Source: an optimization exercise on an open RTL-to-GDS flow (aim: small area, a short achievable clock period and few clock cycles per item). Production flows keep margins and buffers that such runs may drop.
No functional check of the RTL was part of any run shown here.
No run shown here takes its clock network from TritonCTS; it comes from the design's own scripts or RTL.
The flow treats the clock pin as an ideal source. Dropping or thinning the clock tree relies on that and would not hold on a real chip.
Power figures rest on the tool's default switching activity, not on a simulated workload.

==> design/flow/config.mk <==
export PLATFORM = sky130hd
export DESIGN_NAME = sha256_padder
export DESIGN_NICKNAME = sha256_padder
export VERILOG_FILES = /design/flow/design.v
export SDC_FILE = /design/flow/constraint.sdc
export NUM_CORES = 4
export LEC_CHECK = 0
export CAP_MARGIN = 20
export CORE_MARGIN = 2
export CORE_UTILIZATION = 50
export SETUP_SLACK_MARGIN = 2.45
export SLEW_MARGIN = 20
export SYNTH_HIERARCHICAL = 1
export SYNTH_MINIMUM_KEEP_SIZE = 0
==> design/flow/constraint.sdc <==
create_clock -name core_clock -period 4.5 [get_ports {Clk}]
set_input_delay 0.9000 -clock core_clock [delete_from_list [all_inputs] [get_ports {Clk}]]
set_output_delay 0.9000 -clock core_clock [all_outputs]
set_load 0.01 [all_outputs]
==> design/flow/design.v <==
module sha256_padder #(
    parameter int LEN_W = 19
) (
    input  logic         Clk,
    input  logic         Reset,
    input  logic [7:0]   InData,
    input  logic         InValid,
    input  logic         InLast,
    output logic         InReady,
    output logic [511:0] Chunk,
    output logic         ChunkValid,
    output logic         ChunkLast,
    input  logic         ChunkReady
);
    localparam int WR     = 0;   
    localparam int TOX    = 1;   
    localparam int CMT    = 2;   
    localparam int PAD    = 3;   
    localparam int P2W    = 4;   
    localparam int PADFIT = 5;   
    function automatic logic [5:0] ctl(input logic iv, input logic cv, input logic pend2,
                                 input logic xv, input logic xl, input logic il,
                                 input logic [7:1] ht, input logic [7:1] lt);
        logic c0, c1, fits, r_free, cmt, wr, pad;
        c0         = ~ht[1] & ~lt[1];
        c1         = ~ht[1] & lt[1] & ~lt[2];
        fits       = ~c0 & ~ht[7];                 
        r_free     = ~cv & ~pend2;
        cmt        = xv & xl & r_free;
        wr         = iv & ~c1 & r_free;
        pad        = (wr & il) | cmt;
        ctl[WR]     = wr;
        ctl[TOX]    = iv & ~pend2 & c1 & (~xv | cmt);
        ctl[CMT]    = cmt;
        ctl[PAD]    = pad;
        ctl[P2W]    = pend2 & ~cv;
        ctl[PADFIT] = pad & fits;
    endfunction
    logic [511:0] r_q;           
    logic         cv_q, cv_d;    
    logic         cvo_q;         
    logic         cl_q, cl_d;    
    logic         iv_q, iv_d;    
    logic [7:0]   id_q, id_d;
    logic         il_q, il_d;
    logic         rdy_q, rdy_d;  
    logic         xv_q, xv_d;    
    logic [7:0]   xd_q;
    logic         xl_q, xl_d;
    logic         pend2_q, pend2_d;    
    logic         p2_80_q, p2_80_d;    
    logic [9:0]   hi_q, hi_d;
    logic [7:1]   ht_q, ht_d, lt_q, lt_d;
    logic [5:0]   ctl_q;         
    logic [8:0]   htc, ltc;      
    logic [2:0]   ch, cl;        
    logic         c0, c2;        
    logic         new_chunk, take, cnt_rst;
    logic [5:0]   ctl_d;
    logic [63:0]  lenbits;       
    logic [7:0]   ch1, cl1, ch_lt, cl_le;
    logic [63:0]  sel, above, nxt;    
    logic [63:0]  k, w, s;
    logic [511:0] r_d;
    assign InReady    = rdy_q;
    assign Chunk      = r_q;
    assign ChunkValid = cvo_q;
    assign ChunkLast  = cl_q;
    assign htc     = {1'b0, ht_q, 1'b1};
    assign ltc     = {1'b0, lt_q, 1'b1};
    assign ch      = {ht_q[4], (ht_q[2] & ~ht_q[4]) | ht_q[6],
                      (ht_q[1] & ~ht_q[2]) | (ht_q[3] & ~ht_q[4]) | (ht_q[5] & ~ht_q[6]) | ht_q[7]};
    assign cl      = {lt_q[4], (lt_q[2] & ~lt_q[4]) | lt_q[6],
                      (lt_q[1] & ~lt_q[2]) | (lt_q[3] & ~lt_q[4]) | (lt_q[5] & ~lt_q[6]) | lt_q[7]};
    assign c0      = ~ht_q[1] & ~lt_q[1];
    assign c2      = ~ht_q[1] & lt_q[2] & ~lt_q[3];
    assign lenbits = {45'b0, hi_q, ch, cl, 3'b000};
    always_comb begin
        for (int j = 0; j < 8; j++) begin
            ch1[j]   = htc[j] & ~htc[j + 1];
            cl1[j]   = ltc[j] & ~ltc[j + 1];
            ch_lt[j] = ~htc[j];
            cl_le[j] = ~ltc[j + 1];
        end
        for (int i = 0; i < 64; i++) begin
            sel[i]   = (i % 8 == 7) ? (ch1[(i / 8 + 1) % 8] & cl1[0]) : (ch1[i / 8] & cl1[i % 8 + 1]);
            nxt[i]   = (i > 0) ? (ch1[i / 8] & cl1[i % 8]) : 1'b0;
            above[i] = ~c0 & (ch_lt[i / 8] | (ch1[i / 8] & cl_le[i % 8]));
        end
    end
    always_comb begin
        w    = {64{ctl_q[WR]}} & sel;
        w[0] = (ctl_q[WR] & c2) | ctl_q[CMT];
        k    = ~(w | ({64{ctl_q[PAD]}} & above) | {64{ctl_q[P2W]}});
        s    = ({64{ctl_q[PAD]}} & nxt) | {63'b0, ctl_q[P2W] & p2_80_q};   
    end
    for (genvar i = 0; i < 56; i++) begin : g_lane
        for (genvar b = 0; b < 7; b++) begin : g_bit
            sha256_padder_cell u_cell (
                .q(r_q[511 - 8*i - 7 + b]), .k(k[i]), .w(w[i]),
                .d((i == 0) ? xd_q[b] : id_q[b]),
                .y(r_d[511 - 8*i - 7 + b])
            );
        end
        sha256_padder_cell7 u_cell7 (
            .q(r_q[511 - 8*i]), .k(k[i]), .w(w[i]), .d((i == 0) ? xd_q[7] : id_q[7]),
            .s(s[i]), .y(r_d[511 - 8*i])
        );
    end
    always_comb begin
        for (int i = 56; i < 64; i++) begin
            for (int b = 0; b < 8; b++) begin
                r_d[511 - 8*i - 7 + b] =
                    (r_q[511 - 8*i - 7 + b] & k[i]) |
                    (w[i] & id_q[b]) |
                    ((b == 7) ? s[i] : 1'b0) |
                    ((ctl_q[PADFIT] | ctl_q[P2W]) & lenbits[8*(63-i) + b]);
            end
        end
    end
    always_comb begin
        iv_d    = rdy_q ? InValid : iv_q;
        id_d    = rdy_q ? InData : id_q;
        il_d    = rdy_q ? InLast : il_q;
        xv_d    = ctl_q[TOX] | (xv_q & ~ctl_q[WR] & ~ctl_q[CMT]);
        xl_d    = ctl_q[TOX] ? il_q : xl_q;
        new_chunk = (ctl_q[WR] & (il_q | c0)) | ctl_q[CMT] | ctl_q[P2W];
        cv_d    = new_chunk | (cv_q & ~ChunkReady);
        cl_d    = new_chunk ? (ctl_q[P2W] | ctl_q[PADFIT]) : cl_q;
        pend2_d = ~ctl_q[P2W] & (pend2_q | (ctl_q[PAD] & ~ctl_q[PADFIT]));
        p2_80_d = (ctl_q[PAD] & ~ctl_q[PADFIT]) ? c0 : p2_80_q;
        take    = (ctl_q[TOX] | ctl_q[WR]) & ~il_q;
        cnt_rst = ctl_q[PADFIT] | ctl_q[P2W];
        hi_d    = hi_q;
        ht_d    = ht_q;
        lt_d    = lt_q;
        if (cnt_rst) begin
            hi_d = '0;
            ht_d = '0;
            lt_d = take ? 7'd3 : 7'd1;
        end else if (take) begin
            lt_d = lt_q[7] ? 7'd0 : {lt_q[6:1], 1'b1};
            if (lt_q[7]) begin
                ht_d = ht_q[7] ? 7'd0 : {ht_q[6:1], 1'b1};
                if (ht_q[7]) hi_d = hi_q + 10'd1;
            end
        end
        ctl_d = ctl(iv_d, cv_d, pend2_d, xv_d, xl_d, il_d, ht_d, lt_d);
        rdy_d = ~iv_d | ctl_d[TOX] | ctl_d[WR];
    end
    always_ff @(posedge Clk) begin
        r_q  <= r_d;
        id_q <= id_d;
        il_q <= il_d;
        if (ctl_q[TOX]) xd_q <= id_q;
        xl_q <= xl_d;
        cl_q    <= cl_d;
        p2_80_q <= p2_80_d;
    end
    always_ff @(posedge Clk or negedge Reset) begin
        if (!Reset) begin
            cv_q    <= 1'b0;
            cvo_q   <= 1'b0;
            iv_q    <= 1'b0;
            rdy_q   <= 1'b0;     
            xv_q    <= 1'b0;
            pend2_q <= 1'b0;
            hi_q    <= '0;
            ht_q    <= '0;
            lt_q    <= 7'd1;
            ctl_q   <= '0;
        end else begin
            cv_q    <= cv_d;
            cvo_q   <= new_chunk | (cvo_q & ~ChunkReady);
            iv_q    <= iv_d;
            rdy_q   <= rdy_d;
            xv_q    <= xv_d;
            pend2_q <= pend2_d;
            hi_q    <= hi_d;
            ht_q    <= ht_d;
            lt_q    <= lt_d;
            ctl_q   <= ctl_d;
        end
    end
endmodule
module sha256_padder_cell (
    input  logic q,
    input  logic k,
    input  logic w,
    input  logic d,
    output logic y
);
    assign y = (q & k) | (w & d);
endmodule
module sha256_padder_cell7 (
    input  logic q,
    input  logic k,
    input  logic w,
    input  logic d,
    input  logic s,
    output logic y
);
    assign y = (q & k) | (w & d) | s;
endmodule
==> design/flow/flow/run.sh <==
#!/bin/bash
# Standard ORFS layout with these changes: the port buffers use a small buffer cell, and the
# clock tree is a two-level tree built by flow/cts_pre.tcl (ORFS's PRE_CTS_TCL hook) in place
# of TritonCTS. Each ORFS step's full log is in orfs/logs/...; make's output is in flow.log.
set -euo pipefail
export BUFFER_PORTS_ARGS="-buffer_cell sky130_fd_sc_hd__buf_1"
export PRE_CTS_TCL="$PWD/flow/cts_pre.tcl"
bash standard.sh > flow.log 2>&1
==> design/flow/flow/cts_pre.tcl <==
# Two-level clock tree, built in place of TritonCTS: the flip-flops are clustered by location
# (k-means), each cluster gets a leaf buffer at its centre; the leaf buffers are grouped the
# same way, and each group gets a root buffer at its centre, driven by the clock port.
proc my_two_level_cts {} {
  set block [ord::get_db_block]
  set db [ord::get_db]
  set leaf_master [$db findMaster $::my_cts_leaf]
  set root_master [$db findMaster sky130_fd_sc_hd__clkbuf_16]
  set clk_port [$block findBTerm $::my_cts_port]
  set clk_net [$clk_port getNet]
  set sinks {}
  set xs {}
  set ys {}
  foreach it [$clk_net getITerms] {
    set inst [$it getInst]
    set box [$inst getBBox]
    lappend sinks $it
    lappend xs [expr {([$box xMin] + [$box xMax]) / 2.0}]
    lappend ys [expr {([$box yMin] + [$box yMax]) / 2.0}]
  }
  set n [llength $sinks]
  set k [expr {int(ceil(double($n) / $::my_cts_size))}]
  # initial centres: sinks sorted by x then split into k groups, each group's mean
  set order [lsort -real -indices $xs]
  set cx {}
  set cy {}
  for {set c 0} {$c < $k} {incr c} {
    set lo [expr {$c * $n / $k}]
    set hi [expr {($c + 1) * $n / $k}]
    set sx 0.0; set sy 0.0
    for {set i $lo} {$i < $hi} {incr i} {
      set j [lindex $order $i]
      set sx [expr {$sx + [lindex $xs $j]}]
      set sy [expr {$sy + [lindex $ys $j]}]
    }
    lappend cx [expr {$sx / ($hi - $lo)}]
    lappend cy [expr {$sy / ($hi - $lo)}]
  }
  # k-means with a soft size limit: a sink goes to the nearest centre with room
  set cap [expr {int(ceil($n * 1.25 / $k))}]
  for {set iter 0} {$iter < 30} {incr iter} {
    set cnt [lrepeat $k 0]
    set assign {}
    for {set i 0} {$i < $n} {incr i} {
      set x [lindex $xs $i]; set y [lindex $ys $i]
      set ds {}
      for {set c 0} {$c < $k} {incr c} {
        lappend ds [expr {abs($x - [lindex $cx $c]) + abs($y - [lindex $cy $c])}]
      }
      set best -1
      foreach c [lsort -real -indices $ds] {
        if {[lindex $cnt $c] < $cap} { set best $c; break }
      }
      lset cnt $best [expr {[lindex $cnt $best] + 1}]
      lappend assign $best
    }
    set sx [lrepeat $k 0.0]; set sy [lrepeat $k 0.0]
    for {set i 0} {$i < $n} {incr i} {
      set c [lindex $assign $i]
      lset sx $c [expr {[lindex $sx $c] + [lindex $xs $i]}]
      lset sy $c [expr {[lindex $sy $c] + [lindex $ys $i]}]
    }
    for {set c 0} {$c < $k} {incr c} {
      if {[lindex $cnt $c] > 0} {
        lset cx $c [expr {[lindex $sx $c] / [lindex $cnt $c]}]
        lset cy $c [expr {[lindex $sy $c] / [lindex $cnt $c]}]
      }
    }
  }
  puts "my_cts: $n sinks in $k clusters of [lsort -integer $cnt]"
  # leaves grouped into r groups by k-means on their centres; one root buffer per group
  set r $::my_cts_roots
  set rorder [lsort -real -indices $cx]
  set rx {}; set ry {}
  for {set g 0} {$g < $r} {incr g} {
    set j [lindex $rorder [expr {int(($g + 0.5) * $k / $r)}]]
    lappend rx [lindex $cx $j]; lappend ry [lindex $cy $j]
  }
  set rcap [expr {int(ceil(double($k) / $r))}]
  for {set iter 0} {$iter < 30} {incr iter} {
    set rassign {}
    set gx [lrepeat $r 0.0]; set gy [lrepeat $r 0.0]; set gn [lrepeat $r 0]
    for {set c 0} {$c < $k} {incr c} {
      set ds {}
      for {set g 0} {$g < $r} {incr g} {
        lappend ds [expr {abs([lindex $cx $c] - [lindex $rx $g]) + abs([lindex $cy $c] - [lindex $ry $g])}]
      }
      set g -1
      foreach gg [lsort -real -indices $ds] {
        if {[lindex $gn $gg] < $rcap} { set g $gg; break }
      }
      lappend rassign $g
      lset gx $g [expr {[lindex $gx $g] + [lindex $cx $c]}]
      lset gy $g [expr {[lindex $gy $g] + [lindex $cy $c]}]
      lset gn $g [expr {[lindex $gn $g] + 1}]
    }
    for {set g 0} {$g < $r} {incr g} {
      if {[lindex $gn $g] > 0} {
        lset rx $g [expr {[lindex $gx $g] / [lindex $gn $g]}]
        lset ry $g [expr {[lindex $gy $g] / [lindex $gn $g]}]
      }
    }
  }
  puts "my_cts: leaves per root [lsort -integer $gn]"
  set root_nets {}
  set roots {}
  for {set g 0} {$g < $r} {incr g} {
    set root [odb::dbInst_create $block $root_master clkbuf_root_${g}_Clk]
    $root setLocation [expr {int([lindex $rx $g])}] [expr {int([lindex $ry $g])}]
    $root setPlacementStatus PLACED
    set root_net [odb::dbNet_create $block clknet_root_${g}_Clk]
    $root_net setSigType CLOCK
    [$root findITerm X] connect $root_net
    lappend root_nets $root_net
    lappend roots $root
  }
  set leaves {}
  for {set c 0} {$c < $k} {incr c} {
    set leaf [odb::dbInst_create $block $leaf_master clkbuf_leaf_${c}_Clk]
    $leaf setLocation [expr {int([lindex $cx $c])}] [expr {int([lindex $cy $c])}]
    $leaf setPlacementStatus PLACED
    set net [odb::dbNet_create $block clknet_leaf_${c}_Clk]
    $net setSigType CLOCK
    [$leaf findITerm X] connect $net
    [$leaf findITerm A] connect [lindex $root_nets [lindex $rassign $c]]
    lappend leaves $net
  }
  for {set i 0} {$i < $n} {incr i} {
    set it [lindex $sinks $i]
    $it disconnect
    $it connect [lindex $leaves [lindex $assign $i]]
  }
  foreach root $roots { [$root findITerm A] connect $clk_net }
  $clk_net setSigType CLOCK
}

# ORFS's cts.tcl sources this before its clock_tree_synthesis call: build the tree here and
# make that call do nothing. The rest of cts.tcl (legalisation, timing repair) then runs as usual.
set ::my_cts_leaf  sky130_fd_sc_hd__clkbuf_8
set ::my_cts_port  Clk
set ::my_cts_size  14
set ::my_cts_roots 4
my_two_level_cts
set_propagated_clock [all_clocks]
rename clock_tree_synthesis {}
proc clock_tree_synthesis {args} {
  puts "clock_tree_synthesis skipped: the clock tree was built by cts_pre.tcl"
}
==> design/flow/standard.sh <==
#!/bin/bash
# synth_recipe.tcl (not shown) runs the flow's synth.tcl, then flattens the netlist and writes it again
# the make line also repeats each setting of config.mk as NAME=value (left out here)
make -C /OpenROAD-flow-scripts/flow DESIGN_CONFIG=/design/flow/config.mk WORK_HOME=/design/flow/orfs CLKGATE_MAP_FILE= SYNTH_SCRIPT=/design/flow/synth_recipe.tcl "${@:-finish}"
==> metrics.md, run 1 <==
| Metric | Value |
|---|---|
| DIE AREA | `39,500 um^2` |
| Largest net degree at the start of global routing | `61` |
| CTS Hold Bufs | `0` |
| Nets | `2,192` |
| Sw frac | `35.2%` |
| RSZ-0062 raised after global routing | `yes` |
| Die Y | `199 um` |
| Drt first-iter violations | `1,340` |
| Syn Nets | `1,642` |
| YS warnings | `7` |
| Synth Cell Area | `18,900 um^2` |
| Crit path launch type | `flop` |
| Max Clk Rate | `0.481 GHz` |
| Most frequent cell after synthesis | `dfxtp_1` |
| Top cells by area, synth | `dfxtp_1 (54%), a22o_1 (20%), dfrtp_1 (4.6%)` |
| Antenna cells | `0` |
| Tot Pwr | `0.0106 W` |
| Ys async rst share | `6.34%` |
| Post-route ant nets | `0` |
| Share of the synthesized area in the top cell type | `54.3%` |
| Worst-path maximum fanout | `9` |
| I/O pin cnt | `528` |
| Layout cells sized above 1 | `11.1%` |
| DR vias/cell | `6.02` |
| WP data arrival | `2330 ps` |
| IO buf count | `527` |
| Global Route Usage Sum | `33.0%` |
| Max Cap Viol | `0` |
| Fin. Hold Viols | `0` |
| GR Overflow Total | `0` |
| WL final | `68,400 um` |
| Sequential power share | `51.3%` |
| Logic pwr share | `25.0%` |
| TNS Setup | `0 ps` |
| Crit path time final | `2080 ps` |
| Internal cell power | `0.00686 W` |
| Worst min path class | `reg2reg` |
| Initial Utilization | `50.5%` |
| Worst Hold Launch | `r_q[18]$_DFF_P_` |
| Global-route wire length before repair | `100,000 um` |
| Number of global-route vias before repair | `15,200` |
| Ys flop type | `dfxtp_1` |
| Synthesized instance count | `1,628` |
| Clock power share | `23.7%` |
| Post-synth top area cell | `dfxtp_1` |
| Slew Limit Fails | `0` |
| Switching Power | `0.00372 W` |
| Initial antenna violation count | `0` |
| Final clock skew | `63.0 ps` |
| Tcrit/Tclk final | `46.2%` |
| P&R area growth vs syn | `20.5%` |
| Worst-Skew Late Latency | `390 ps` |
| Slew @ Worst Pin | `1140 ps` |
| P per Cell Area | `463 nW/um^2` |
| Syn Area/Cell | `11.6 um^2` |
| Critical path origin | `lt_q[1]$_DFF_PN1_` |
| Worst slew margin | `23.9%` |
| Commonest cells post-synth | `dfxtp_1 (514), a22o_1 (434), nor2_1 (199), a21oi_1 (76), a221o_1 (59)` |
| Residual DRC | `0` |
| Post-synth EDFFs | `18` |
| Rows | `71` |
| Status | `finished clean` |
| Worst vdd ir | `603 uV` |
| TritonRoute pass-1 iters | `5` |
| Count of state elements after synthesis | `568` |
| Die span in x | `199 um` |
| Post-synthesis cell type count | `61` |
| Vias | `16,200` |
| WP data required | `4750 ps` |
| Average wire per standard cell | `25.5 um` |
| Crit path capture type | `flop` |
| Register area share after synthesis | `61.9%` |
| Kind of critical path | `reg2reg` |
| Clock-pin slew on the worst setup and hold paths | `100 ps` |
| Leak | `8.61 nW` |
| GP Congestion | `0.896` |
| Reg-to-Reg Start | `lt_q[1]$_DFF_PN1_` |
| Core area | `37,500 um^2` |
| Setup violators final | `0` |
| Post-DP HPWL | `47,500 um` |
[state kept, by name, summed over array words and instances (netlist names)]
signal / cells
id_q: 8
lt_q: 7
iv_q: 1
r_q: 512
ctl_q: 6
hi_q: 10
rdy_q: 1
p2_80_q: 1
pend2_q: 1
ht_q: 7
xd_q: 8
xl_q: 1
cv_q: 1
cl_q: 1
xv_q: 1
il_q: 1
cvo_q: 1
[layout by cell type, fill, tap and decap left out, types with 5 or more instances in the layout]
cell	n
edfxtp_1	18
dfxtp_1	514
and3_1	13
buf_4	33
inv_1	16
o21ai_0	23
nor3_2	6
nand2b_2	7
dfrtp_1	18
nor2_4	17
a222oi_1	8
and2_1	5
nor2_2	55
nor2_1	130
dfrtp_2	13
nand3_1	11
a221o_1	59
a22o_1	434
nor3_4	7
a21boi_0	6
nand2_1	42
a21oi_2	10
nand2_2	8
a21oi_1	66
nand4_1	5
xnor2_1	6
clkbuf_8	41
o21bai_4	5
buf_1	526
[final timing paths]
kind                                        to  slack [ps]  cells after the start
min in group asynchronous  hi_q[7]$_DFFE_PN0P_         670                      1
max                           r_q[183]$_DFF_P_        2420                      6
min                            r_q[18]$_DFF_P_         450                      2
max reg2reg                   r_q[183]$_DFF_P_        2420                      6
max in group asynchronous   ctl_q[0]$_DFF_PN0_        3080                      1
min reg2reg                    r_q[18]$_DFF_P_         450                      2
[final cells by class]
type | count | area (um^2)
Buffer | 45 | 664
Sequential cell | 568 | 11800
Fill cell | 3273 | 14700
Multi-Input combinational cell | 984 | 7450
Tap cell | 511 | 639
Inverter | 18 | 67.6
Timing Repair Buffer | 561 | 2240
[layer usage]
| metal | share of wire (%) | global-route usage, % |
|---|---|---|
| met1 | 41 | 44.2 |
| met2 | 46 | 52.6 |
| met3 | 9.5 | 7.75 |
| met4 | 3.9 | 11.3 |
| met5 | 0 | 0 |
[power by group through the flow]
stage | Combinational (W) | Clock [W] | Sequential, W
after floorplan | 0.00121 | 0 | 0.00567
after global placement | 0.00232 | 0 | 0.00552
after detailed placement | 0.00233 | 0 | 0.00552
after CTS | 0.00251 | 0.00253 | 0.00542
after global routing | 0.00279 | 0.00273 | 0.00546
final | 0.00264 | 0.00251 | 0.00543
[metrics by stage]
step	std cells	util, %	worst slack [ps]	cell area, um^2	hold slack [ps]
floorplan	1628	-	2470	18900	432
global placement	2624	57.2	1580	21500	427
detailed placement	2624	57.2	1510	21500	431
CTS	2680	60.3	2350	22600	447
global route	2687	60.9	2360	22800	469
finish	2687	60.9	2420	22800	453
[per-module statistics from Yosys, one instance, submodules excluded]
| module | cells | flops+latches | area, um^2 | copies in the design |
|---|---|---|---|---|
| sha256_padder | 1180 | 568 | 14900 | 1 |
| sha256_padder_cell7 | 1 | 0 | 10.0 | 56 |
| sha256_padder_cell | 1 | 0 | 8.76 | 392 |
[critical path: stages, from the launching register on]
cell and delay, ps:
dfstp_4 700, buf_4 140, o21ai_2 110, buf_4 200
o21bai_4 310, nor2_2 170, a221o_1 340
[kinds of logic after synthesis]
logic type      Yosys count  synth area share [%]
mux                       4                 0.225
xor+xnor                  8                 0.370
simple gates            336                  8.03
buf+inv                  78                  1.71
compound gates          633                  27.7
fa+ha+maj                 1                0.0660
flops                   568                  61.9
[what timing repair did]
item                                    CTS  global route
endpoints found under the setup margin  492           321
pin swaps                                 3             4
cloned                                    1             1
buffers inserted                         10             6
gates resized for setup                 139            43
==> run 2, diff against run 1 <==
--- a/design/flow/flow/cts_pre.tcl
+++ b/design/flow/flow/cts_pre.tcl
@@ -138,5 +138,5 @@
 # make that call do nothing. The rest of cts.tcl (legalisation, timing repair) then runs as usual.
-set ::my_cts_leaf  sky130_fd_sc_hd__clkbuf_8
+set ::my_cts_leaf  sky130_fd_sc_hd__clkbuf_16
 set ::my_cts_port  Clk
-set ::my_cts_size  14
+set ::my_cts_size  20
 set ::my_cts_roots 4
--- a/design/flow/config.mk
+++ b/design/flow/config.mk
@@ -10,2 +10,3 @@
 export CORE_UTILIZATION = 50
+export GPL_TIMING_DRIVEN = 0
 export SETUP_SLACK_MARGIN = 2.45
==> metrics.md, run 2 <==
| Metric | Value |
|---|---|
| Capturing point of the worst reg2reg path | `r_q[407]$_DFF_P_ (was r_q[183]$_DFF_P_)` |
| Worst setup path end | `r_q[407]$_DFF_P_ (was r_q[183]$_DFF_P_)` |
| Syn Nets | `1,642 (unchanged)` |
| Crit path time final | `2040 ps (was 2080 ps)` |
| Ys async rst share | `6.34% (unchanged)` |
| Post-route ant nets | `0 (unchanged)` |
| DIE AREA | `39,500 um^2 (unchanged)` |
| Sequential power share | `47.0% (was 51.3%)` |
| Biggest register | `r_q (unchanged)` |
| Synth Cell Area | `18,900 um^2 (unchanged)` |
| GP Congestion | `0.918 (was 0.896)` |
| Critical path origin | `ht_q[1]$_DFF_PN0_ (was lt_q[1]$_DFF_PN1_)` |
| Biggest regs | `r_q x512, hi_q x10 (unchanged)` |
| Slew @ Worst Pin | `878 ps (was 1140 ps)` |
| Post-DP HPWL | `51,200 um (was 47,500 um)` |
| Tcrit/Tclk final | `45.2% (was 46.2%)` |
| Post-synth top area cell | `dfxtp_1 (unchanged)` |
| Setup violators final | `0 (unchanged)` |
| Post-synth EDFFs | `18 (unchanged)` |
| WP data arrival | `2290 ps (was 2330 ps)` |
| Number of global-route vias before repair | `15,300 (was 15,200)` |
| Global-route wire length before repair | `100,000 um (about the same)` |
| Commonest cells after routing, fill and taps aside | `buf_1 (535), dfxtp_1 (514), a22o_1 (434) (was buf_1 (526), dfxtp_1 (514), a22o_1 (434))` |
| Layout cells sized above 1 | `13.0% (was 11.1%)` |
| Commonest cells post-synth | `dfxtp_1 (514), a22o_1 (434), nor2_1 (199), a21oi_1 (76), a221o_1 (59) (unchanged)` |
| Fin. Hold Viols | `0 (unchanged)` |
| Max FFs per register | `512 (unchanged)` |
| Worst min path class | `in2async (was reg2reg)` |
| Commonest non-fill, non-tap cell in the layout | `buf_1 (unchanged)` |
| Top cells by area, synth | `dfxtp_1 (54%), a22o_1 (20%), dfrtp_1 (4.6%) (unchanged)` |
| Leak | `9.30 nW (was 8.61 nW)` |
| Crit path launch type | `flop (unchanged)` |
| Global Route Usage Sum | `33.3% (was 33.0%)` |
| Logic pwr share | `28.4% (was 25.0%)` |
| TritonRoute pass-1 iters | `5 (unchanged)` |
| P per Cell Area | `479 nW/um^2 (was 463 nW/um^2)` |
| Register area share after synthesis | `61.9% (unchanged)` |
| RSZ-0062 raised after global routing | `yes (unchanged)` |
| Die span in x | `199 um (unchanged)` |
| Clock power share | `24.6% (was 23.7%)` |
| WL final | `69,200 um (was 68,400 um)` |
| P&R area growth vs syn | `27.4% (was 20.5%)` |
| DR vias/cell | `5.99 (was 6.02)` |
| Crit path capture type | `flop (unchanged)` |
| Most frequent cell after synthesis | `dfxtp_1 (unchanged)` |
| Vias | `16,500 (was 16,200)` |
| Nets | `2,256 (was 2,192)` |
| Sw frac | `33.9% (was 35.2%)` |
| Reg-to-Reg Start | `ht_q[1]$_DFF_PN0_ (was lt_q[1]$_DFF_PN1_)` |
| Worst-path maximum fanout | `10 (was 9)` |
| Share of the synthesized area in the top cell type | `54.3% (unchanged)` |
| Switching Power | `0.00392 W (was 0.00372 W)` |
| Worst slew margin | `41.5% (was 23.9%)` |
| Final clock skew | `34.5 ps (was 63.0 ps)` |
| Status | `finished clean (unchanged)` |
| Kind of critical path | `reg2reg (unchanged)` |
| Average wire per standard cell | `25.2 um (was 25.5 um)` |
| Initial Utilization | `50.5% (unchanged)` |
| Worst vdd ir | `419 uV (was 603 uV)` |
| Core area | `37,500 um^2 (unchanged)` |
| Die Y | `199 um (unchanged)` |
| I/O pin cnt | `528 (unchanged)` |
| Fillers | `3,176 (was 3,273)` |
| Count of state elements after synthesis | `568 (unchanged)` |
| Max Cap Viol | `0 (unchanged)` |
| Post-synthesis cell type count | `61 (unchanged)` |
| Initial antenna violation count | `0 (unchanged)` |
| Worst-Skew Late Latency | `380 ps (was 390 ps)` |
| YS warnings | `7 (unchanged)` |
| GR Overflow Total | `0 (unchanged)` |
| Slew Limit Fails | `0 (unchanged)` |
| Syn Area/Cell | `11.6 um^2 (unchanged)` |
| Tot Pwr | `0.0116 W (was 0.0106 W)` |
| Residual DRC | `0 (unchanged)` |
| TNS Setup | `0 ps (unchanged)` |
| Reg2reg setup slack | `2460 ps (was 2420 ps)` |
| Internal cell power | `0.00764 W (was 0.00686 W)` |
| Max Clk Rate | `0.491 GHz (was 0.481 GHz)` |
| Drt first-iter violations | `1,250 (was 1,340)` |
| Largest net degree at the start of global routing | `32 (was 61)` |
| WP data required | `4760 ps (was 4750 ps)` |
| Rows | `71 (unchanged)` |
| Ys flop type | `dfxtp_1 (unchanged)` |
| Antenna cells | `0 (unchanged)` |
| Synthesized instance count | `1,628 (unchanged)` |
| Clock-pin slew on the worst setup and hold paths | `80 ps (was 100 ps)` |
| Worst r2r path cells | `7 (was 6)` |
| IO buf count | `527 (unchanged)` |
## run 2: cell counts after synthesis
Identical to the previous run, type by type.
## run 2: worst min path at each step
stage,start,endpoint,cells after the start
6_report,Reset,cvo_q$_DFF_PN0_,1
5_1_grt,Reset,cvo_q$_DFF_PN0_,1
4_1_cts,Reset,cvo_q$_DFF_PN0_,1
3_5_place_dp,r_q[16]$_DFF_P_,r_q[16]$_DFF_P_,2
3_3_place_gp,r_q[17]$_DFF_P_,r_q[17]$_DFF_P_,2
2_1_floorplan,xd_q[0]$_DFFE_PP_,r_q[504]$_DFF_P_,1
## run 2: routing by layer
| layer | part of all wire, % | routed length [um] | track usage (%) |
|---|---|---|---|
| met1 | 41 | 28600 | 44.3 |
| met2 | 47 | 32200 | 54.1 |
| met3 | 8.7 | 6010 | 7.29 |
| met4 | 3.5 | 2410 | 10.4 |
| met5 | 0 | 0 | 0 |
## run 2: cell type report
cell class	count	area (um^2)	share of cell area (%)
sequential	568	11700	48.6
buffer	93	1160	4.83
timing repair buffer	579	2820	11.7
inverter	18	71.3	0.295
tap	511	639	2.65
multi-input combinational	982	7710	31.9
## run 2: what timing repair did
action,4_1_cts,5_1_grt
setup buffers,13,6
endpoints found under the setup margin,465,369
pin swaps,11,7
resized for setup,199,87
hold buffers,0,0
## run 2: worst max-delay path, stage by stage (launching register included)
cell        delay, ps
dfrtp_2           460
buf_4             280
clkinvlp_4        150
nor2_1            190
clkbuf_4          290
a21oi_2            80
buf_4             180
a221o_1           310
## run 2: stage by stage
step                      area (um^2)  cells  utilization [%]  worst slack [ps]  hold WS [ps]
after floorplan                 18900   1628                -              2470           432
after global placement          21600   2666             57.5              1090           431
after detailed placement        22200   2699             59.1              1550           434
after CTS                       23800   2745             63.6              2380           374
after global routing            24100   2751             64.4              2360           377
final                           24100   2751             64.4              2460           378
## run 2: cells by family after synthesis
logic type                 after synthesis  share of synthesized area (%)
buffers and inverters                   78                           1.71
DFF                                    568                           61.9
and+or+nand+nor                        336                           8.03
AOI/OAI and AO/OA                      633                           27.7
adders and majority gates                1                         0.0660
muxes                                    4                          0.225
xor gates and xnor gates                 8                          0.370
## run 2: Yosys stat by module (local to each module, per instance)
| module | flip-flops and latches | cells | area, um^2 |
|---|---|---|---|
| sha256_padder_cell | 0 | 1 | 8.76 |
| sha256_padder_cell7 | 0 | 1 | 10.0 |
| sha256_padder | 568 | 1180 | 14900 |
## run 2: power groups by stage
| stage | combinational, W | sequential (W) | clock, W |
|---|---|---|---|
| 2_1_floorplan | 0.00121 | 0.00567 | 0 |
| 3_3_place_gp | 0.00190 | 0.00594 | 0 |
| 3_5_place_dp | 0.00263 | 0.00554 | 0 |
| 4_1_cts | 0.00314 | 0.00543 | 0.00287 |
| 5_1_grt | 0.00345 | 0.00545 | 0.00304 |
| 6_report | 0.00328 | 0.00543 | 0.00285 |
==> run 3, diff against run 2 <==
--- a/design/flow/config.mk
+++ b/design/flow/config.mk
@@ -10,4 +10,3 @@
 export CORE_UTILIZATION = 50
-export GPL_TIMING_DRIVEN = 0
-export SETUP_SLACK_MARGIN = 2.45
+export SETUP_SLACK_MARGIN = 2.5
 export SLEW_MARGIN = 20
==> metrics.md, run 3 <==
| Metric | Value |
|---|---|
| Worst min path class | `reg2reg (was in2async)` |
| Final clock skew | `32.9 ps (was 34.5 ps)` |
| Layout cells sized above 1 | `11.7% (was 13.0%)` |
| Top cells by area, synth | `dfxtp_1 (54%), a22o_1 (20%), dfrtp_1 (4.6%) (unchanged)` |
| WP data required | `4750 ps (was 4760 ps)` |
| Commonest cells post-synth | `dfxtp_1 (514), a22o_1 (434), nor2_1 (199), a21oi_1 (76), a221o_1 (59) (unchanged)` |
| Worst-path maximum fanout | `9 (was 10)` |
| P per Cell Area | `474 nW/um^2 (was 479 nW/um^2)` |
| DR vias/cell | `6.03 (was 5.99)` |
| Residual DRC | `0 (unchanged)` |
| Largest net degree at the start of global routing | `65 (was 32)` |
| Worst Hold Launch | `r_q[17]$_DFF_P_` |
| Vias | `16,200 (was 16,500)` |
| Worst Path Buf+Inv | `0 (was 4)` |
| Reg-to-Reg Start | `lt_q[5]$_DFFE_PN0P_ (was ht_q[1]$_DFF_PN0_)` |
| Commonest cells after routing, fill and taps aside | `buf_1 (526), dfxtp_1 (514), a22o_1 (434) (was buf_1 (535), dfxtp_1 (514), a22o_1 (434))` |
| Biggest register | `r_q (unchanged)` |
| Die span in x | `199 um (unchanged)` |
| DP Worst Slack | `1530 ps (was 1550 ps)` |
| GR Overflow Total | `0 (unchanged)` |
| Post-route ant nets | `0 (unchanged)` |
| Global Route Usage Sum | `32.5% (was 33.3%)` |
| Rows | `71 (unchanged)` |
| Share of the synthesized area in the top cell type | `54.3% (unchanged)` |
| Synth Cell Area | `18,900 um^2 (unchanged)` |
| Initial antenna violation count | `0 (unchanged)` |
| Worst slew margin | `26.6% (was 41.5%)` |
| Crit-path leading delay family | `compound AO/OA/AOI/OAI gates (was buffers and inverters)` |
| Status | `finished clean (unchanged)` |
| Most frequent cell after synthesis | `dfxtp_1 (unchanged)` |
| TNS Setup | `0 ps (unchanged)` |
| YS warnings | `7 (unchanged)` |
| TritonRoute pass-1 iters | `6 (was 5)` |
| Fillers | `3,232 (was 3,176)` |
| Tcrit/Tclk final | `44.8% (was 45.2%)` |
| Average wire per standard cell | `25.4 um (was 25.2 um)` |
| Ys async rst share | `6.34% (unchanged)` |
| Register area | `11,800 um^2 (was 11,700 um^2)` |
| Setup violators final | `0 (unchanged)` |
| Syn Area/Cell | `11.6 um^2 (unchanged)` |
| Post-synth EDFFs | `18 (unchanged)` |
| Post-synth top area cell | `dfxtp_1 (unchanged)` |
| Placed cells | `2,625 (was 2,699)` |
| Fin. Hold Viols | `0 (unchanged)` |
| Final core occ | `62.2% (was 64.4%)` |
| Commonest non-fill, non-tap cell in the layout | `buf_1 (unchanged)` |
| Die Y | `199 um (unchanged)` |
| WL final | `68,400 um (was 69,200 um)` |
| Critical path origin | `lt_q[5]$_DFFE_PN0P_ (was ht_q[1]$_DFF_PN0_)` |
| IO buf count | `527 (unchanged)` |
| Max Clk Rate | `0.496 GHz (was 0.491 GHz)` |
| Slowest-stage cell, CP | `dfrtp_2 (unchanged)` |
| Final instance area | `23,300 um^2 (was 24,100 um^2)` |
| Biggest regs | `r_q x512, hi_q x10 (unchanged)` |
| Crit path time final | `2020 ps (was 2040 ps)` |
| Synthesized instance count | `1,628 (unchanged)` |
| Global-route wire length before repair | `97,700 um (was 100,000 um)` |
| Post-DP Area | `21,500 um^2 (was 22,200 um^2)` |
| Clock-pin slew on the worst setup and hold paths | `80 ps (about the same)` |
| Final Worst Setup Slack | `2480 ps (was 2460 ps)` |
| I/O pin cnt | `528 (unchanged)` |
| Slew @ Worst Pin | `1100 ps (was 878 ps)` |
| Core area | `37,500 um^2 (unchanged)` |
| WP data arrival | `2270 ps (was 2290 ps)` |
| P&R area growth vs syn | `23.1% (was 27.4%)` |
| Post-DP HPWL | `46,900 um (was 51,200 um)` |
| Critical path cell sequence | `nor2b_4 -> nand2_2 -> o21ai_0 -> a21oi_4 -> a221o_1 (was buf_4 -> clkinvlp_4 -> nor2_1 -> clkbuf_4 -> a21oi_2 -> buf_4 -> a221o_1)` |
| Nets | `2,198 (was 2,256)` |
| Count of state elements after synthesis | `568 (unchanged)` |
| Crit path launch type | `flop (unchanged)` |
| Register area share after synthesis | `61.9% (unchanged)` |
| Kind of critical path | `reg2reg (unchanged)` |
| DIE AREA | `39,500 um^2 (unchanged)` |
| Antenna cells | `0 (unchanged)` |
| Syn Nets | `1,642 (unchanged)` |
| Post-synthesis cell type count | `61 (unchanged)` |
| Initial Utilization | `50.5% (unchanged)` |
| Drt first-iter violations | `1,349 (was 1,250)` |
| Multi-input combinational cell area | `7560 um^2 (was 7710 um^2)` |
| Number of global-route vias before repair | `14,900 (was 15,300)` |
| Max Cap Viol | `0 (unchanged)` |
| Worst-Skew Late Latency | `370 ps (was 380 ps)` |
| RSZ-0062 raised after global routing | `yes (unchanged)` |
| Max FFs per register | `512 (unchanged)` |
| Ys flop type | `dfxtp_1 (unchanged)` |
| Leak | `8.84 nW (was 9.30 nW)` |
| Slew Limit Fails | `0 (unchanged)` |
| Fin cells | `2,693 (was 2,751)` |
| Crit path capture type | `flop (unchanged)` |
| GP Congestion | `0.870 (was 0.918)` |
| CP peak stage delay | `530 ps (was 460 ps)` |
| CTS Hold Bufs | `0 (unchanged)` |
| Worst vdd ir | `494 uV (was 419 uV)` |
## run 3: cell counts after synthesis
Identical to the previous run, type by type.
## run 3: worst paths after layout
| check | end | slack (ps) | cells after the start |
|---|---|---|---|
| worst max-delay path | r_q[479]$_DFF_P_ | 2480 | 5 |
| worst min-delay path | r_q[17]$_DFF_P_ | 460 | 2 |
| worst max register to register | r_q[479]$_DFF_P_ | 2480 | 5 |
| worst min register to register | r_q[17]$_DFF_P_ | 460 | 2 |
| max in group asynchronous | ht_q[1]$_DFF_PN0_ | 3110 | 1 |
| min in group asynchronous | ctl_q[4]$_DFF_PN0_ | 680 | 1 |
## run 3: worst reg2reg max path, cell delays in order, from the launching register on
cell	delay [ps]
dfrtp_2	530
nor2b_4	310
nand2_2	280
o21ai_0	270
a21oi_4	190
a221o_1	350
## run 3: logic make-up (layout without fill, tap and decap cells)
family,after synthesis,in the layout,share of synthesized area [%]
AOI/OAI and AO/OA,633,634,27.7
DFF,568,568,61.9
and+or+nand+nor,336,336,8.03
buffers and inverters,78,631,1.71
xor gates and xnor gates,8,8,0.370
muxes,4,4,0.225
adders and majority gates,1,1,0.0660
## run 3: metrics by stage
| step | power, W | hold slack [ps] |
|---|---|---|
| 6_report | 0.0111 | 455 |
| 5_1_grt | 0.0114 | 473 |
| 4_1_cts | 0.0109 | 457 |
| 3_5_place_dp | 0.00786 | 439 |
| 3_3_place_gp | 0.00784 | 428 |
| 2_1_floorplan | 0.00689 | 432 |
## run 3: what timing repair did
| action | in CTS | in global routing |
|---|---|---|
| buffers inserted | 15 | 19 |
| endpoints found under the hold margin | 0 | 0 |
| pin swaps | 4 | 6 |
| cloned | 1 | 0 |
| resized for setup | 147 | 59 |
| setup endpoints to repair | 536 | 285 |
## run 3: where the power goes
group	switching (W)	leakage (nW)	internal, W
sequential	0.000159	4.77	0.00525
clock	0.00153	0.407	0.00131
combinational	0.00209	3.66	0.000734
total	0.00377	8.84	0.00729
## run 3: modules after synthesis, one instance, submodules excluded
module / copies in the design / cells
sha256_padder: 1 / 1180
sha256_padder_cell: 392 / 1
sha256_padder_cell7: 56 / 1
## run 3: final cells by class
cell class | count | area share [%]
Sequential cell | 568 | 50.5
Multi-Input combinational cell | 983 | 32.4
Timing Repair Buffer | 580 | 10.6
Buffer | 33 | 3.54
Tap cell | 511 | 2.74
Inverter | 18 | 0.306
## run 3: metal layers
layer  global-route usage [%]  share of wire [%]  routed length, um  up-vias
li1                         -                  -                  -     7333
met1                     42.6                 41              27800     8030
met2                     53.3                 47              31900      728
met3                     6.61                8.7               5960      145
met4                     11.9                4.1               2770        0
met5                        0                  0                  0        -
==> run 4, diff against run 3 <==
--- a/design/flow/config.mk
+++ b/design/flow/config.mk
@@ -10,3 +10,3 @@
 export CORE_UTILIZATION = 50
-export SETUP_SLACK_MARGIN = 2.5
+export SETUP_SLACK_MARGIN = 2.6
 export SLEW_MARGIN = 20
@@ -14 +14,2 @@
 export SYNTH_MINIMUM_KEEP_SIZE = 0
+export TNS_END_PERCENT = 10
==> metrics.md, run 4 <==
| Metric | Value |
|---|---|
| CP peak stage delay | `500 ps (was 530 ps)` |
| Slew Limit Fails | `0 (unchanged)` |
| Post-synth top area cell | `dfxtp_1 (unchanged)` |
| Antenna cells | `0 (unchanged)` |
| RSZ-0062 raised after global routing | `yes (unchanged)` |
| TritonRoute pass-1 iters | `5 (was 6)` |
| Worst Path Buf+Inv | `1 (was 0)` |
| IO buf count | `527 (unchanged)` |
| GR Overflow Total | `0 (unchanged)` |
| TNS Setup | `0 ps (unchanged)` |
| Max Clk Rate | `0.494 GHz (was 0.496 GHz)` |
| Worst slew margin | `26.0% (was 26.6%)` |
| Commonest non-fill, non-tap cell in the layout | `buf_1 (unchanged)` |
| DR vias/cell | `6.00 (was 6.03)` |
| Residual DRC | `0 (unchanged)` |
| Register area share after synthesis | `61.9% (unchanged)` |
| WP data required | `4770 ps (was 4750 ps)` |
| DR WL met3 | `5960 um (about the same)` |
| Layout cells sized above 1 | `11.4% (was 11.7%)` |
| Average wire per standard cell | `25.2 um (was 25.4 um)` |
| Post-route ant nets | `0 (unchanged)` |
| Worst-Skew Late Latency | `380 ps (was 370 ps)` |
| WP data arrival | `2300 ps (was 2270 ps)` |
| GP Congestion | `0.886 (was 0.870)` |
| Fin. Hold Viols | `0 (unchanged)` |
| Global Route Usage Sum | `32.2% (was 32.5%)` |
| Largest net degree at the start of global routing | `65 (unchanged)` |
| Share of the synthesized area in the top cell type | `54.3% (unchanged)` |
| Clock-pin slew on the worst setup and hold paths | `90 ps (was 80 ps)` |
| Top Metal Used | `met4 (unchanged)` |
| Synth Cell Area | `18,900 um^2 (unchanged)` |
| DP Worst Slack | `1650 ps (was 1530 ps)` |
| Register area | `11,800 um^2 (about the same)` |
| Post-synthesis cell type count | `61 (unchanged)` |
| Hold slack | `436 ps (was 455 ps)` |
| Vias | `16,200 (about the same)` |
| Worst min path class | `reg2reg (unchanged)` |
| Crit path capture type | `flop (unchanged)` |
| Commonest cells after routing, fill and taps aside | `buf_1 (526), dfxtp_1 (514), a22o_1 (434) (unchanged)` |
| Tcrit/Tclk final | `45.0% (was 44.8%)` |
| Ys flop type | `dfxtp_1 (unchanged)` |
| Max Cap Viol | `0 (unchanged)` |
| Post-synth EDFFs | `18 (unchanged)` |
| Worst vdd ir | `574 uV (was 494 uV)` |
| P per Cell Area | `476 nW/um^2 (was 474 nW/um^2)` |
| DIE AREA | `39,500 um^2 (unchanged)` |
| Final clock skew | `56.3 ps (was 32.9 ps)` |
| Biggest regs | `r_q x512, hi_q x10 (unchanged)` |
| Leak | `8.85 nW (was 8.84 nW)` |
| Drt first-iter violations | `1,296 (was 1,349)` |
| Commonest cells post-synth | `dfxtp_1 (514), a22o_1 (434), nor2_1 (199), a21oi_1 (76), a221o_1 (59) (unchanged)` |
| Initial antenna violation count | `0 (unchanged)` |
| Core area | `37,500 um^2 (unchanged)` |
| Final core occ | `62.0% (was 62.2%)` |
| Post-DP HPWL | `46,300 um (was 46,900 um)` |
| Met2 WL | `32,300 um (was 31,900 um)` |
| Slowest-stage cell, CP | `dfrtp_4 (was dfrtp_2)` |
| Setup violators final | `0 (unchanged)` |
| P&R area growth vs syn | `22.6% (was 23.1%)` |
| Count of state elements after synthesis | `568 (unchanged)` |
| Multi-input combinational cell area | `7480 um^2 (was 7560 um^2)` |
| YS warnings | `7 (unchanged)` |
| Met1 WL | `28,000 um (was 27,800 um)` |
| I/O pin cnt | `528 (unchanged)` |
| Synthesized instance count | `1,628 (unchanged)` |
| Global-route wire length before repair | `97,500 um (was 97,700 um)` |
| Top cells by area, synth | `dfxtp_1 (54%), a22o_1 (20%), dfrtp_1 (4.6%) (unchanged)` |
| Slew @ Worst Pin | `1110 ps (was 1100 ps)` |
| Crit path time final | `2030 ps (was 2020 ps)` |
| CTS Hold Bufs | `0 (unchanged)` |
| Initial Utilization | `50.5% (unchanged)` |
| Syn Area/Cell | `11.6 um^2 (unchanged)` |
| Most frequent cell after synthesis | `dfxtp_1 (unchanged)` |
| Ys async rst share | `6.34% (unchanged)` |
| WL final | `68,100 um (was 68,400 um)` |
| Status | `finished clean (unchanged)` |
| Nets | `2,205 (was 2,198)` |
| Biggest register | `r_q (unchanged)` |
| Rows | `71 (unchanged)` |
| Crit path launch type | `flop (unchanged)` |
| Crit-path leading delay family | `compound AO/OA/AOI/OAI gates (unchanged)` |
| Die Y | `199 um (unchanged)` |
| Max FFs per register | `512 (unchanged)` |
| Worst-path maximum fanout | `11 (was 9)` |
| Critical path cell sequence | `buf_4 -> nand2_2 -> o21ai_0 -> a21oi_2 -> a22o_1 (was nor2b_4 -> nand2_2 -> o21ai_0 -> a21oi_4 -> a221o_1)` |
| Number of global-route vias before repair | `14,800 (was 14,900)` |
| Final Worst Setup Slack | `2470 ps (was 2480 ps)` |
| Die span in x | `199 um (unchanged)` |
| Fillers | `3,280 (was 3,232)` |
| Syn Nets | `1,642 (unchanged)` |
| Kind of critical path | `reg2reg (unchanged)` |
## run 4: cell counts after synthesis
No cell type changed its count.
## run 4: cell type report
cell class                 count  share of cell area, %
inverter                      18                  0.302
timing repair buffer         586                   10.5
tap                          511                   2.75
buffer                        33                   3.56
multi-input combinational    984                   32.2
sequential                   568                   50.6
## run 4: routing by layer
metal  track usage [%]  up-vias
met1              41.9     8054
li1                  -     7306
met5                 0        -
met3              7.22      103
met2              54.3      731
met4              8.29        0
## run 4: cell families (layout without fill, tap and decap cells)
| family | count (synthesis) | count (layout) | synth area share, % |
|---|---|---|---|
| buffers and inverters | 78 | 637 | 1.71 |
| muxes | 4 | 4 | 0.225 |
| DFF | 568 | 568 | 61.9 |
| adders and majority gates | 1 | 1 | 0.0660 |
| and+or+nand+nor | 336 | 336 | 8.03 |
| AOI/OAI and AO/OA | 633 | 635 | 27.7 |
| xor gates and xnor gates | 8 | 8 | 0.370 |
## run 4: modules after synthesis, one instance, submodules excluded
module	flip-flops and latches	cell area, um^2	cells
sha256_padder_cell	0	8.76	1
sha256_padder	568	14900	1180
sha256_padder_cell7	0	10.0	1
## run 4: what timing repair did
item | CTS | global route
endpoints found under the setup margin | 543 | 504
cloned | 1 | 1
pin swaps | 7 | 5
gates resized for setup | 142 | 36
setup buffers | 16 | 25
## run 4: worst reg2reg max path, delay by kind of cell (launching register included)
kind                   cells  cell delay, ps
flip-flops                 1             500
buffers and inverters      1             210
AND/OR/NAND/NOR            1             330
AO/OA/AOI/OAI              3             910
## run 4: worst paths after layout
kind                               startpoint  slack [ps]  cells past startpoint                  to
max in group asynchronous               Reset        3130                      1  ctl_q[3]$_DFF_PN0_
setup reg to reg           ctl_q[0]$_DFF_PN0_        2470                      5    r_q[485]$_DFF_P_
hold / removal              xd_q[4]$_DFFE_PP_         440                      1    r_q[508]$_DFF_P_
hold reg to reg             xd_q[4]$_DFFE_PP_         440                      1    r_q[508]$_DFF_P_
min in group asynchronous               Reset         690                      1  ctl_q[0]$_DFF_PN0_
setup / recovery           ctl_q[0]$_DFF_PN0_        2470                      5    r_q[485]$_DFF_P_
## run 4: where the power goes
part / switching [W] / internal (W) / leakage, nW
clock: 0.00153 / 0.00131 / 0.407
combinational: 0.00211 / 0.000733 / 3.67
sequential: 0.000138 / 0.00524 / 4.77
## run 4: metrics by stage
stage               instances  cell area, um^2  power (W)
global route             2700            23200     0.0114
detailed placement       2624            21500    0.00788
CTS                      2674            22900     0.0109
floorplan                1628            19000    0.00689
global placement         2624            21500    0.00785
finish                   2700            23200     0.0111
==> run 5, diff against run 4 <==
--- a/design/flow/config.mk
+++ b/design/flow/config.mk
@@ -7,9 +7,8 @@
 export LEC_CHECK = 0
-export CAP_MARGIN = 20
+export CAP_MARGIN = 50
 export CORE_MARGIN = 2
 export CORE_UTILIZATION = 50
-export SETUP_SLACK_MARGIN = 2.6
-export SLEW_MARGIN = 20
+export SETUP_SLACK_MARGIN = 2.45
+export SLEW_MARGIN = 50
 export SYNTH_HIERARCHICAL = 1
 export SYNTH_MINIMUM_KEEP_SIZE = 0
-export TNS_END_PERCENT = 10
==> metrics.md, run 5 <==
| Metric | Value |
|---|---|
| Die span in x | `199 um (unchanged)` |
| P&R area growth vs syn | `21.6% (was 22.6%)` |
| Fillers | `3,351 (was 3,280)` |
| Share of the synthesized area in the top cell type | `54.3% (unchanged)` |
| Post-route ant nets | `0 (unchanged)` |
| Crit path launch type | `flop (unchanged)` |
| WL final | `68,300 um (was 68,100 um)` |
| Fin. Hold Viols | `0 (unchanged)` |
| Vias | `16,100 (was 16,200)` |
| Slew Limit Fails | `0 (unchanged)` |
| Final core occ | `61.5% (was 62.0%)` |
| Commonest cells after routing, fill and taps aside | `buf_1 (526), dfxtp_1 (514), a22o_1 (434) (unchanged)` |
| Synth Cell Area | `18,900 um^2 (unchanged)` |
| Met2 Usage GRT | `53.4% (was 54.3%)` |
| Rows | `71 (unchanged)` |
| WP data required | `4780 ps (was 4770 ps)` |
| Average wire per standard cell | `25.5 um (was 25.2 um)` |
| Max FFs per register | `512 (unchanged)` |
| Final instance area | `23,000 um^2 (was 23,200 um^2)` |
| Setup violators final | `0 (unchanged)` |
| Synthesized instance count | `1,628 (unchanged)` |
| Ys flop type | `dfxtp_1 (unchanged)` |
| Most crowded layer after global routing | `met2 (unchanged)` |
| Most frequent cell after synthesis | `dfxtp_1 (unchanged)` |
| GP Congestion | `0.896 (was 0.886)` |
| Largest net degree at the start of global routing | `61 (was 65)` |
| Post-synth EDFFs | `18 (unchanged)` |
| DIE AREA | `39,500 um^2 (unchanged)` |
| Final Worst Setup Slack | `2370 ps (was 2470 ps)` |
| YS warnings | `7 (unchanged)` |
| Antenna cells | `0 (unchanged)` |
| Nets | `2,185 (was 2,205)` |
| Worst slew margin | `49.1% (was 26.0%)` |
| Initial Utilization | `50.5% (unchanged)` |
| GR Layer Usage met1 | `43.2% (was 41.9%)` |
| Worst-Skew Late Latency | `380 ps (about the same)` |
| Biggest regs | `r_q x512, hi_q x10 (unchanged)` |
| Ys async rst share | `6.34% (unchanged)` |
| Syn Nets | `1,642 (unchanged)` |
| TNS Setup | `0 ps (unchanged)` |
| Drt first-iter violations | `1,413 (was 1,296)` |
| Register area share after synthesis | `61.9% (unchanged)` |
| DR vias/cell | `5.99 (was 6.00)` |
| Clock-pin slew on the worst setup and hold paths | `80 ps (was 90 ps)` |
| I/O pin cnt | `528 (unchanged)` |
| Core area | `37,500 um^2 (unchanged)` |
| Crit path time final | `2130 ps (was 2030 ps)` |
| Top cells by area, synth | `dfxtp_1 (54%), a22o_1 (20%), dfrtp_1 (4.6%) (unchanged)` |
| Fin cells | `2,680 (was 2,700)` |
| Commonest non-fill, non-tap cell in the layout | `buf_1 (unchanged)` |
| DP Worst Slack | `1730 ps (was 1650 ps)` |
| Post-synth top area cell | `dfxtp_1 (unchanged)` |
| Number of global-route vias before repair | `14,900 (was 14,800)` |
| Kind of critical path | `reg2reg (unchanged)` |
| Count of state elements after synthesis | `568 (unchanged)` |
| Placed cells | `2,626 (was 2,624)` |
| Die Y | `199 um (unchanged)` |
| TritonRoute pass-1 iters | `5 (unchanged)` |
| GR Overflow Total | `0 (unchanged)` |
| Initial antenna violation count | `0 (unchanged)` |
| CTS Hold Bufs | `0 (unchanged)` |
| Global Route Usage Sum | `32.8% (was 32.2%)` |
| Slew @ Worst Pin | `760 ps (was 1110 ps)` |
| Post-DP HPWL | `47,600 um (was 46,300 um)` |
| Biggest register | `r_q (unchanged)` |
| Tcrit/Tclk final | `47.3% (was 45.0%)` |
| Max Cap Viol | `0 (unchanged)` |
| Post-DP Area | `21,500 um^2 (about the same)` |
| Crit path capture type | `flop (unchanged)` |
| Leak | `8.72 nW (was 8.85 nW)` |
| Syn Area/Cell | `11.6 um^2 (unchanged)` |
| Global-route wire length before repair | `98,900 um (was 97,500 um)` |
| Max Clk Rate | `0.470 GHz (was 0.494 GHz)` |
| P per Cell Area | `475 nW/um^2 (was 476 nW/um^2)` |
| Worst-path maximum fanout | `12 (was 11)` |
| Met3 usage | `8.04% (was 7.22%)` |
| Commonest cells post-synth | `dfxtp_1 (514), a22o_1 (434), nor2_1 (199), a21oi_1 (76), a221o_1 (59) (unchanged)` |
| IO buf count | `527 (unchanged)` |
| Final clock skew | `62.1 ps (was 56.3 ps)` |
| Residual DRC | `0 (unchanged)` |
| Worst vdd ir | `595 uV (was 574 uV)` |
| WP data arrival | `2410 ps (was 2300 ps)` |
| Post-synthesis cell type count | `61 (unchanged)` |
| Status | `finished clean (unchanged)` |
| RSZ-0062 raised after global routing | `yes (unchanged)` |
| Layout cells sized above 1 | `10.3% (was 11.4%)` |
| Worst min path class | `reg2reg (unchanged)` |
[run 5: cell count changes in the layout (fill, tap and decap cells not counted), sizes merged]
| cell | delta |
|---|---|
| o21ai | -1 |
| clkbuf | +2 |
| buf | -21 |
[run 5: cell families (layout without fill, tap and decap cells)]
kind of cell	Yosys count	in the layout	synth area share (%)
adder cells (fa/ha/maj)	1	1	0.0660
AO/OA/AOI/OAI	633	634	27.7
AND/OR/NAND/NOR	336	336	8.03
XOR/XNOR	8	8	0.370
multiplexers	4	4	0.225
buffers and inverters	78	618	1.71
flip-flops	568	568	61.9
[run 5: where the power goes]
part / switching [W] / internal (W) / total [W]
Sequential: 0.000146 / 0.00524 / 0.00539
Combinational: 0.00205 / 0.000661 / 0.00271
Clock: 0.00153 / 0.00131 / 0.00284
Total: 0.00372 / 0.00722 / 0.0109
[run 5: Yosys stat by module, one instance, submodules excluded]
module               flip-flops and latches  copies in the design  area [um^2]  cells inside
sha256_padder                           568                     1        14900          1180
sha256_padder_cell7                       0                    56         10.0             1
sha256_padder_cell                        0                   392         8.76             1
[run 5: critical path: stages (launching register included)]
cell	delay, ps
dfstp_4	530
o21ai_2	620
a21oi_1	110
nor3_2	550
a222oi_1	140
inv_1	90
[run 5: layout make-up]
cell class                      instances  area, um^2  area share, %
Tap cell                              511         639           2.78
Timing Repair Buffer                  567        2330           10.1
Inverter                               18        70.1          0.304
Multi-Input combinational cell        983        7410           32.2
Buffer                                 33         826           3.58
Sequential cell                       568       11800           51.1
[run 5: repair_timing]
action                                  4_1_cts  5_1_grt
buffers inserted                              6       14
gates cloned                                  1        0
endpoints found under the setup margin      489      265
resized for setup                           116       35
pin swaps                                     2        3
[run 5: path summary, 6_finish.rpt]
kind	startpoint	slack, ps	depth (start not counted)	to
worst max-delay path	lt_q[1]$_DFF_PN1_	2370	5	r_q[12]$_DFF_P_
worst min-delay path	xd_q[4]$_DFFE_PP_	450	1	r_q[508]$_DFF_P_
worst max register to register	lt_q[1]$_DFF_PN1_	2370	5	r_q[12]$_DFF_P_
worst min register to register	xd_q[4]$_DFFE_PP_	450	1	r_q[508]$_DFF_P_
max in group asynchronous	Reset	3500	1	ctl_q[0]$_DFF_PN0_
min in group asynchronous	Reset	550	1	lt_q[5]$_DFFE_PN0P_
[run 5: through the flow]
step           hold slack [ps]  power [W]
3_3_place_gp               427    0.00784
3_5_place_dp               440    0.00789
4_1_cts                    451     0.0108
6_report                   452     0.0109
5_1_grt                    468     0.0113
2_1_floorplan              432    0.00688
[run 5: routing by layer]
metal  wire length [um]  vias to the layer above
met4               2350                        0
met2              31800                      705
met1              28000                     7928
met3               6200                      129
met5                  0                        -
li1                   -                     7297
==> run 6, diff against run 5 <==
--- a/design/flow/design.v
+++ b/design/flow/design.v
@@ -91,6 +91,12 @@
     always_comb begin
-        w    = {64{ctl_q[WR]}} & sel;
         w[0] = (ctl_q[WR] & c2) | ctl_q[CMT];
-        k    = ~(w | ({64{ctl_q[PAD]}} & above) | {64{ctl_q[P2W]}});
-        s    = ({64{ctl_q[PAD]}} & nxt) | {63'b0, ctl_q[P2W] & p2_80_q};   
+        k[0] = ~(w[0] | ctl_q[P2W]);
+        s[0] = ctl_q[P2W] & p2_80_q;
+    end
+    for (genvar i = 1; i < 64; i++) begin : g_ctl
+        sha256_padder_lanectl u_ctl (
+            .wr(ctl_q[WR]), .pad(ctl_q[PAD]), .p2w(ctl_q[P2W]),
+            .sel(sel[i]), .above(above[i]), .nxt(nxt[i]),
+            .w(w[i]), .k(k[i]), .s(s[i])
+        );
     end
@@ -156,4 +162,2 @@
         xl_q <= xl_d;
-        cl_q    <= cl_d;
-        p2_80_q <= p2_80_d;
     end
@@ -163,2 +167,3 @@
             cvo_q   <= 1'b0;
+            cl_q    <= 1'b0;
             iv_q    <= 1'b0;
@@ -167,2 +172,3 @@
             pend2_q <= 1'b0;
+            p2_80_q <= 1'b0;
             hi_q    <= '0;
@@ -174,2 +180,3 @@
             cvo_q   <= new_chunk | (cvo_q & ~ChunkReady);
+            cl_q    <= cl_d;
             iv_q    <= iv_d;
@@ -178,2 +185,3 @@
             pend2_q <= pend2_d;
+            p2_80_q <= p2_80_d;
             hi_q    <= hi_d;
@@ -204 +212,16 @@
 endmodule
+module sha256_padder_lanectl (
+    input  logic wr,       
+    input  logic pad,      
+    input  logic p2w,      
+    input  logic sel,
+    input  logic above,
+    input  logic nxt,      
+    output logic w,
+    output logic k,
+    output logic s
+);
+    assign w = wr & sel;
+    assign k = ~((wr & sel) | (pad & above) | p2w);
+    assign s = pad & nxt;
+endmodule
--- a/design/flow/flow/cts_pre.tcl
+++ b/design/flow/flow/cts_pre.tcl
@@ -78,3 +78,2 @@
   }
-  set rcap [expr {int(ceil(double($k) / $r))}]
   for {set iter 0} {$iter < 30} {incr iter} {
@@ -87,6 +86,3 @@
       }
-      set g -1
-      foreach gg [lsort -real -indices $ds] {
-        if {[lindex $gn $gg] < $rcap} { set g $gg; break }
-      }
+      set g [lindex [lsort -real -indices $ds] 0]
       lappend rassign $g
--- a/design/flow/config.mk
+++ b/design/flow/config.mk
@@ -7,7 +7,7 @@
 export LEC_CHECK = 0
-export CAP_MARGIN = 50
+export CAP_MARGIN = 20
 export CORE_MARGIN = 2
 export CORE_UTILIZATION = 50
-export SETUP_SLACK_MARGIN = 2.45
-export SLEW_MARGIN = 50
+export SETUP_SLACK_MARGIN = 2.55
+export SLEW_MARGIN = 20
 export SYNTH_HIERARCHICAL = 1
==> metrics.md, run 6 <==
| Metric | Value |
|---|---|
| Status | `finished clean (unchanged)` |
| CP peak stage delay | `580 ps (was 620 ps)` |
| Tcrit/Tclk final | `45.5% (was 47.3%)` |
| Residual DRC | `0 (unchanged)` |
| Number of global-route vias before repair | `16,000 (was 14,900)` |
| Global Route Usage Sum | `32.4% (was 32.8%)` |
| Worst slew margin | `24.2% (was 49.1%)` |
| Synth Cell Area | `19,800 um^2 (was 18,900 um^2)` |
| Syn Area/Cell | `12.2 um^2 (was 11.6 um^2)` |
| Switching Power | `0.00396 W (was 0.00372 W)` |
| Ys async rst share | `6.69% (was 6.34%)` |
| GP Congestion | `0.817 (was 0.896)` |
| Leak | `9.38 nW (was 8.72 nW)` |
| Commonest non-fill, non-tap cell in the layout | `buf_1 (unchanged)` |
| P&R area growth vs syn | `27.1% (was 21.6%)` |
| Crit path launch type | `flop (unchanged)` |
| Commonest cells after routing, fill and taps aside | `buf_1 (525), dfxtp_1 (514), a22o_1 (434) (was buf_1 (526), dfxtp_1 (514), a22o_1 (434))` |
| Global-route wire length before repair | `104,000 um (was 98,900 um)` |
| Share of the synthesized area in the top cell type | `51.8% (was 54.3%)` |
| P per Cell Area | `463 nW/um^2 (was 475 nW/um^2)` |
| TritonRoute pass-1 iters | `9 (was 5)` |
| TNS Setup | `0 ps (unchanged)` |
| Largest net degree at the start of global routing | `65 (was 61)` |
| Clock-pin slew on the worst setup and hold paths | `90 ps (was 80 ps)` |
| CTS Hold Bufs | `0 (unchanged)` |
| Crit path capture type | `flop (unchanged)` |
| Syn Nets | `1,644 (was 1,642)` |
| Drt first-iter violations | `1,417 (was 1,413)` |
| Post-DP Area | `22,400 um^2 (was 21,500 um^2)` |
| Post-synth EDFFs | `16 (was 18)` |
| Max Cap Viol | `0 (unchanged)` |
| Post-synthesis cell type count | `50 (was 61)` |
| Ys flop type | `dfxtp_1 (unchanged)` |
| Slowest-stage cell, CP | `dfrtp_4 (was o21ai_2)` |
| Post-DP HPWL | `46,900 um (was 47,600 um)` |
| WP data required | `4780 ps (about the same)` |
| Die span in x | `203 um (was 199 um)` |
| Initial Utilization | `51.0% (was 50.5%)` |
| Worst vdd ir | `458 uV (was 595 uV)` |
| Slew @ Worst Pin | `1140 ps (was 760 ps)` |
| Sw frac | `33.8% (was 34.0%)` |
| RSZ-0062 raised after global routing | `yes (unchanged)` |
| Worst Path Buf+Inv | `1 (unchanged)` |
| Worst min path class | `reg2reg (unchanged)` |
| IO buf count | `527 (unchanged)` |
| Max FFs per register | `512 (unchanged)` |
| Average wire per standard cell | `25.9 um (was 25.5 um)` |
| Kind of critical path | `reg2reg (unchanged)` |
| Setup violators final | `0 (unchanged)` |
-- run 6: cell types whose count changed after synthesis, sizes merged, moves of 27 or more --
cell	before	now
a21oi	77	50
a221oi	1	65
nand2	51	24
nor2	202	103
and2	9	128
-- run 6: what timing repair did --
| action | CTS | global route |
|---|---|---|
| gates resized for setup | 135 | 73 |
| hold endpoints to repair | 0 | 0 |
| endpoints found under the setup margin | 532 | 421 |
| pin swaps | 22 | 13 |
| buffers inserted | 37 | 23 |
| cloned | 1 | 0 |
-- run 6: worst paths after layout --
path,startpoint,to,slack (ps),cells past startpoint
max,ctl_q[0]$_DFF_PN0_,ctl_q[5]$_DFF_PN0_,2450,5
min,xd_q[6]$_DFFE_PP_,r_q[510]$_DFF_P_,450,1
max reg2reg,ctl_q[0]$_DFF_PN0_,ctl_q[5]$_DFF_PN0_,2450,5
min reg2reg,xd_q[6]$_DFFE_PP_,r_q[510]$_DFF_P_,450,1
max in group asynchronous,Reset,ht_q[6]$_DFFE_PN0P_,3170,1
min in group asynchronous,Reset,hi_q[4]$_DFFE_PN0P_,650,1
-- run 6: metrics by stage --
step | worst slack (ps) | cells | hold slack, ps
final | 2450 | 2730 | 448
after global routing | 2420 | 2729 | 469
after CTS | 2450 | 2706 | 446
after detailed placement | 1450 | 2635 | 442
after global placement | 1590 | 2635 | 436
after floorplan | 2070 | 1630 | 432
-- run 6: routing by layer --
metal	part of all wire, %	wire [um]
met1	41	29300
met2	47	33400
met3	8.3	5840
met4	3.1	2190
met5	0	0
-- run 6: modules after synthesis, one instance, submodules excluded --
module | flops+latches | cells inside | area [um^2]
sha256_padder_cell | 0 | 1 | 8.76
sha256_padder_cell7 | 0 | 1 | 10.0
sha256_padder | 568 | 993 | 14000
sha256_padder_lanectl | 0 | 3 | 28.8
-- run 6: cells by family (layout without fill, tap and decap cells) --
| family | count (synthesis) | after routing | share of synthesized area (%) |
|---|---|---|---|
| flip-flops | 568 | 568 | 59.1 |
| multiplexers | 6 | 6 | 0.334 |
| AND/OR/NAND/NOR | 300 | 300 | 8.27 |
| buffers and inverters | 88 | 669 | 1.68 |
| adder cells (fa/ha/maj) | 1 | 1 | 0.0630 |
| AO/OA/AOI/OAI | 658 | 658 | 30.2 |
| other | 0 | 1 | 0 |
| XOR/XNOR | 9 | 9 | 0.397 |
-- run 6: cell type report --
class                           count  area, um^2  share of cell area (%)
Sequential cell                   568       11800                    46.7
Multi-Input combinational cell    974        8900                    35.3
Timing Repair Buffer              608        2950                    11.7
Buffer                             33         826                    3.27
Tap cell                          518         648                    2.57
Inverter                           28         118                   0.466
Antenna cell                        1        2.50                 0.00992
-- run 6: power by group through the flow --
stage	Combinational, W	Sequential (W)	Clock, W
floorplan	0.00111	0.00586	0
CTS	0.00310	0.00542	0.00287
finish	0.00341	0.00543	0.00285
global placement	0.00229	0.00561	0
global route	0.00358	0.00544	0.00305
detailed placement	0.00231	0.00562	0

port drivers added, routing unchanged:
The results above use ideal ports. As a check the final layouts listed here were re-extracted and re-timed, cells and wires unchanged. Step 1: set_driving_cell puts a clkbuf_16 on Clk and a buf_2 on each other input, an assumption about the parent block. Step 2 times the ports against the registers' clock, not the clock port: input delays grow and output delays shrink by t, the midpoint of the rising clock arrivals with the driver on. Three values: no drivers, after step 1, after step 2; two values: the first two.
run | t, ns | setup slack, ns
run 1 | 0.481 | 2.423 / 2.423 / 2.423
run 2 | 0.486 | 2.465 / 2.427 / 2.465
run 3 | 0.467 | 2.483 / 2.442 / 2.483
run 4 | 0.486 | 2.475 / 2.425 / 2.475
run 5 | 0.477 | 2.373 / 2.373 / 2.373
run 6 | 0.493 | 2.453 / 2.435 / 2.232
After both steps every run listed still meets setup and hold.
